From an optimization exercise on the open Yosys and OpenROAD flow, aimed at small area; shortcuts taken in it are not production practice.
The RTL was checked by simulation tests, not by an equivalence proof against the original design.
No activity file was given, so power comes from the tool's default toggle rates.

Setup of pine:
==> flow/design.v <==
module apb_mem_bit (
    input  logic q,
    input  logic w_n,
    input  logic x,
    output logic d
);
    assign d = ~((x | w_n) & q);
endmodule
module apb_mem_en (
    input  logic a,
    input  logic d,
    output logic en_n
);
    assign en_n = ~(a & d);
endmodule
module apb_mem_rsel (
    input  logic s,
    input  logic d,
    input  logic v,
    output logic y
);
    assign y = s & d & v;
endmodule
module apb_mem_xd (
    input  logic [31:0] wdata_n,
    input  logic        phase,
    output logic [31:0] y
);
    assign y = ~(wdata_n ^ {32{phase}});
endmodule
module apb_mem_x (
    input  logic y,
    input  logic pend,
    output logic x
);
    assign x = y & pend;
endmodule
module apb_rd_aoi222 (
    input  logic [2:0] q,
    input  logic [2:0] s,
    output logic       y_n
);
    assign y_n = ~|(q & s);
endmodule
module apb_rd_nand4 (
    input  logic [3:0] a,
    output logic       y
);
    assign y = ~&a;
endmodule
module apb_rd_or4 (
    input  logic [3:0] a,
    output logic       y
);
    assign y = |a;
endmodule
module apb_mem_rdbit (
    input  logic [47:0] q,
    input  logic [47:0] rsel,
    output logic        y
);
    logic [15:0] t_n;
    logic [3:0]  u;
    for (genvar j = 0; j < 16; j++) begin : g_t
        apb_rd_aoi222 u_t (.q(q[j*3 +: 3]), .s(rsel[j*3 +: 3]), .y_n(t_n[j]));
    end
    for (genvar j = 0; j < 4; j++) begin : g_u
        apb_rd_nand4 u_u (.a(t_n[j*4 +: 4]), .y(u[j]));
    end
    apb_rd_or4 u_y (.a(u), .y(y));
endmodule
module apb_slave_mem (
    input  logic        hclk,
    input  logic        hreset,
    input  logic [2:0]  pselx,
    input  logic        penable,
    input  logic        pwrite,
    input  logic [31:0] paddr,
    input  logic [31:0] pwdata,
    output logic [31:0] prdata,
    output logic        perr,
    output logic [15:0] wr_count,
    output logic [15:0] rd_count
);
    localparam logic [1:0] ST_IDLE   = 2'd0;
    localparam logic [1:0] ST_SETUP  = 2'd1;
    localparam logic [1:0] ST_ACCESS = 2'd2;
    logic [1:0]    state_q, state_d;
    logic [1535:0] mem_q, mem_d;
    logic [47:0]   vld_q;
    logic          phase_q;
    logic          pend_q;
    logic [31:0]   wdata_n_q;
    logic [2:0]    lat_sel_q;
    logic [3:0]    lat_idx_q;
    logic          lat_wr_q;
    logic [31:0]   prdata_q;
    logic          perr_q;
    logic [15:0]   wr_count_q;
    logic [15:0]   rd_count_q;
    logic          sel, multi, lat_multi, mismatch;
    logic          err_set, latch, commit, commit_ok, wr_commit;
    logic [3:0]    idx;
    logic [31:0]   mux_word, rd_word, xd, rd_fix;
    logic [31:0]   x [3];
    logic [47:0]   rsel, rsel_hi, wen_n, wen_hi_n;
    logic [15:0]   rdec, wdec;
    logic [2:0]    bw;
    logic          hit, byp;
    assign sel       = |pselx;
    assign multi     = (pselx[0] & pselx[1]) | (pselx[0] & pselx[2]) | (pselx[1] & pselx[2]);
    assign lat_multi = (lat_sel_q[0] & lat_sel_q[1]) | (lat_sel_q[0] & lat_sel_q[2]) | (lat_sel_q[1] & lat_sel_q[2]);
    assign idx       = paddr[5:2];
    assign mismatch  = (pselx != lat_sel_q) || (idx != lat_idx_q) || (pwrite != lat_wr_q);
    assign commit_ok = commit && !multi && !lat_multi;
    assign wr_commit = commit_ok && lat_wr_q;
    always_comb
        for (int w = 0; w < 16; w++) begin
            rdec[w] = idx == w[3:0];
            wdec[w] = lat_idx_q == w[3:0];
        end
    assign bw = lat_sel_q & {3{wr_commit | pend_q}};
    for (genvar b = 0; b < 3; b++) begin : g_bank
        for (genvar w = 0; w < 16; w++) begin : g_sel
            apb_mem_rsel u_rs_lo (.s(pselx[b]), .d(rdec[w]), .v(vld_q[b*16+w]), .y(rsel[b*16+w]));
            apb_mem_rsel u_rs_hi (.s(pselx[b]), .d(rdec[w]), .v(vld_q[b*16+w]), .y(rsel_hi[b*16+w]));
            apb_mem_en u_en_lo (.a(bw[b]), .d(wdec[w]), .en_n(wen_n[b*16+w]));
            apb_mem_en u_en_hi (.a(bw[b]), .d(wdec[w]), .en_n(wen_hi_n[b*16+w]));
        end
        for (genvar i = 0; i < 32; i++) begin : g_x
            apb_mem_x u_x (.y(xd[i]), .pend(pend_q), .x(x[b][i]));
        end
    end
    apb_mem_xd u_xd (.wdata_n(wdata_n_q), .phase(phase_q), .y(xd));
    for (genvar k = 0; k < 48; k++) begin : g_word
        for (genvar i = 0; i < 32; i++) begin : g_bit
            logic we_n;
            if (i < 16) begin : g_lo
                assign we_n = wen_n[k];
            end else begin : g_hi
                assign we_n = wen_hi_n[k];
            end
            apb_mem_bit u_bit (.q(mem_q[k*32+i]), .w_n(we_n), .x(x[k/16][i]), .d(mem_d[k*32+i]));
        end
    end
    assign hit = |rsel;
    for (genvar i = 0; i < 32; i++) begin : g_rd
        logic [47:0] col;
        for (genvar k = 0; k < 48; k++) begin : g_col
            assign col[k] = mem_q[k*32+i];
        end
        logic [47:0] rs;
        if (i < 16) begin : g_lo
            assign rs = rsel;
        end else begin : g_hi
            assign rs = rsel_hi;
        end
        apb_mem_rdbit u_rd (.q(col), .rsel(rs), .y(mux_word[i]));
    end
    assign byp = pend_q && ((pselx & lat_sel_q) != 3'd0) && (idx == lat_idx_q);
    assign rd_fix  = byp ? wdata_n_q : {32{phase_q & hit}};
    assign rd_word = mux_word ^ rd_fix;
    always_comb begin
        state_d = state_q;
        err_set = multi;
        latch   = 1'b0;
        commit  = 1'b0;
        case (state_q)
            ST_IDLE: begin
                if (penable) begin
                    err_set = 1'b1;
                end else if (sel) begin
                    state_d = ST_SETUP;
                    latch   = 1'b1;
                end
            end
            ST_SETUP: begin
                if (!sel) begin
                    state_d = ST_IDLE;
                    err_set = 1'b1;
                end else if (penable) begin
                    state_d = ST_ACCESS;
                    commit  = 1'b1;
                    if (mismatch) err_set = 1'b1;
                end
            end
            ST_ACCESS: begin
                if (!sel) begin
                    state_d = ST_IDLE;
                end else if (penable) begin
                    err_set = 1'b1;
                end else begin
                    state_d = ST_SETUP;
                    latch   = 1'b1;
                end
            end
            default: state_d = ST_IDLE;
        endcase
    end
    always_ff @(posedge hclk or posedge hreset) begin
        if (hreset) begin
            state_q    <= ST_IDLE;
            phase_q    <= 1'b0;
            pend_q     <= 1'b0;
            vld_q      <= '0;
            prdata_q   <= '0;
            perr_q     <= 1'b0;
            wr_count_q <= '0;
            rd_count_q <= '0;
        end else begin
            state_q <= state_d;
            phase_q <= ~phase_q;
            pend_q  <= wr_commit;
            vld_q   <= vld_q | ~wen_n;
            if (latch && !pwrite && !multi) prdata_q <= rd_word;
            if (wr_commit)              wr_count_q <= wr_count_q + 16'd1;
            if (commit_ok && !lat_wr_q) rd_count_q <= rd_count_q + 16'd1;
            if (err_set) perr_q <= 1'b1;
        end
    end
    always_ff @(posedge hclk) wdata_n_q <= ~pwdata;
    always_ff @(posedge hclk) begin
        if (latch) begin
            lat_sel_q <= pselx;
            lat_idx_q <= idx;
            lat_wr_q  <= pwrite;
        end
    end
    always_ff @(posedge hclk) mem_q <= mem_d;
    assign prdata   = prdata_q;
    assign perr     = perr_q;
    assign wr_count = wr_count_q;
    assign rd_count = rd_count_q;
endmodule
Settings: LEC_CHECK=0, CAP_MARGIN=20, CORE_MARGIN=2, CORE_UTILIZATION=60, SLEW_MARGIN=20, SYNTH_HIERARCHICAL=1; clock period 5.0 ns.
standard.sh (not shown) runs the stock make flow with config.mk's settings and CLKGATE_MAP_FILE= SYNTH_SCRIPT=/design/flow/synth_recipe.tcl, a recipe that flattens the netlist after the stock synthesis.
==> flow/flow/run.sh <==
#!/bin/bash
# Own layout flow: the standard flow (standard synthesis unchanged),
# with two layout settings changed:
#  - port buffers are the smallest buffer (buf_1) instead of the default pick;
#  - the clock tree uses clkbuf_8 with larger sink clusters and no dummy
#    loads, which keeps flip-flop clock-pin slew under about 120 ps.
# Each tool's full output goes to the ORFS logs under orfs/logs/; make's own
# output goes to standard.log in the work folder.
set -euo pipefail
cd "$(dirname "$0")/.."
bash standard.sh \
  "BUFFER_PORTS_ARGS=-buffer_cell sky130_fd_sc_hd__buf_1" \
  "CTS_ARGS=-sink_clustering_enable -repair_clock_nets -dont_use_dummy_load -buf_list sky130_fd_sc_hd__clkbuf_8 -sink_clustering_size 16 -sink_clustering_max_diameter 60" \
  finish > standard.log 2>&1
pine finished end to end and its layout was clean on timing, DRC and antenna.
#### Input delta (birch over pine)
--- a/flow/design.v
+++ b/flow/design.v
@@ -46,30 +46,30 @@
     input  logic [3:0] a,
     output logic       y
 );
     assign y = ~&a;
 endmodule
-module apb_rd_or4 (
+module apb_rd_nor4 (
     input  logic [3:0] a,
-    output logic       y
-);
-    assign y = |a;
+    output logic       y_n
+);
+    assign y_n = ~|a;
 endmodule
 module apb_mem_rdbit (
     input  logic [47:0] q,
     input  logic [47:0] rsel,
-    output logic        y
+    output logic        y_n
 );
     logic [15:0] t_n;
     logic [3:0]  u;
     for (genvar j = 0; j < 16; j++) begin : g_t
         apb_rd_aoi222 u_t (.q(q[j*3 +: 3]), .s(rsel[j*3 +: 3]), .y_n(t_n[j]));
     end
     for (genvar j = 0; j < 4; j++) begin : g_u
         apb_rd_nand4 u_u (.a(t_n[j*4 +: 4]), .y(u[j]));
     end
-    apb_rd_or4 u_y (.a(u), .y(y));
+    apb_rd_nor4 u_y (.a(u), .y_n(y_n));
 endmodule
 module apb_slave_mem (
     input  logic        hclk,
     input  logic        hreset,
     input  logic [2:0]  pselx,
@@ -99,11 +99,11 @@
     logic [15:0]   wr_count_q;
     logic [15:0]   rd_count_q;
     logic          sel, multi, lat_multi, mismatch;
     logic          err_set, latch, commit, commit_ok, wr_commit;
     logic [3:0]    idx;
-    logic [31:0]   mux_word, rd_word, xd, rd_fix;
+    logic [31:0]   mux_word_n, rd_word, xd, rd_fix;
     logic [31:0]   x [3];
     logic [47:0]   rsel, rsel_hi, wen_n, wen_hi_n;
     logic [15:0]   rdec, wdec;
     logic [2:0]    bw;
     logic          hit, byp;
@@ -153,15 +153,15 @@
         if (i < 16) begin : g_lo
             assign rs = rsel;
         end else begin : g_hi
             assign rs = rsel_hi;
         end
-        apb_mem_rdbit u_rd (.q(col), .rsel(rs), .y(mux_word[i]));
+        apb_mem_rdbit u_rd (.q(col), .rsel(rs), .y_n(mux_word_n[i]));
     end
     assign byp = pend_q && ((pselx & lat_sel_q) != 3'd0) && (idx == lat_idx_q);
     assign rd_fix  = byp ? wdata_n_q : {32{phase_q & hit}};
-    assign rd_word = mux_word ^ rd_fix;
+    assign rd_word = ~(mux_word_n ^ rd_fix);
     always_comb begin
         state_d = state_q;
         err_set = multi;
         latch   = 1'b0;
         commit  = 1'b0;
Results
Total of fill cells in the finished design grows slightly when moving from pine to birch.
From pine to birch the numbers moved as follows: proportion of layout cells with a drive suffix above 1 has increased, met3 capacity usage during global routing has increased, non-filler instance count after layout has decreased.
Compared with pine, birch shows non-clock buffer instance count of the final layout that has gone up by a few percent.
Via count | birch below pine
Summary — largest net degree at the start of global routing, birch relative to pine: higher, by about 25%.
Relative to pine, the clock tree buffer count of the final layout measured on birch has increased by a little under 10%.
birch vs. pine: utilization rose by 0.17 points, summed area of non-filler cells in the final layout held steady, aggregate negative setup slack now sits at about the same level, power after layout increased 0.94%.
The final reports for birch and pine show power density of the placed cells higher in the former.

separate check: timing with driven ports:
Ports are ideal in the flow. The routed layouts listed here were re-timed in OpenROAD. Step 1: set_driving_cell puts a clkbuf_16 on hclk and a buf_2 on each other input, an assumption about the parent block. Step 2 also shifts input and output timing later by t, the mid clock arrival at the registers, as if the neighbouring blocks saw the same clock. a / b / c = ideal ports / drivers / drivers and shift; a / b = the first two.
run	shift t [ns]	setup slack, ns	pins driven straight from the clock port
pine	0.866	1.222 / 1.225 / 0.359	1
birch	0.879	1.251 / 1.219 / 0.340	1
After both steps setup and hold are still met in every run listed. For birch, which loses most, drivers alone change the setup slack by -0.032 ns; drivers and shift together by -0.911 ns.
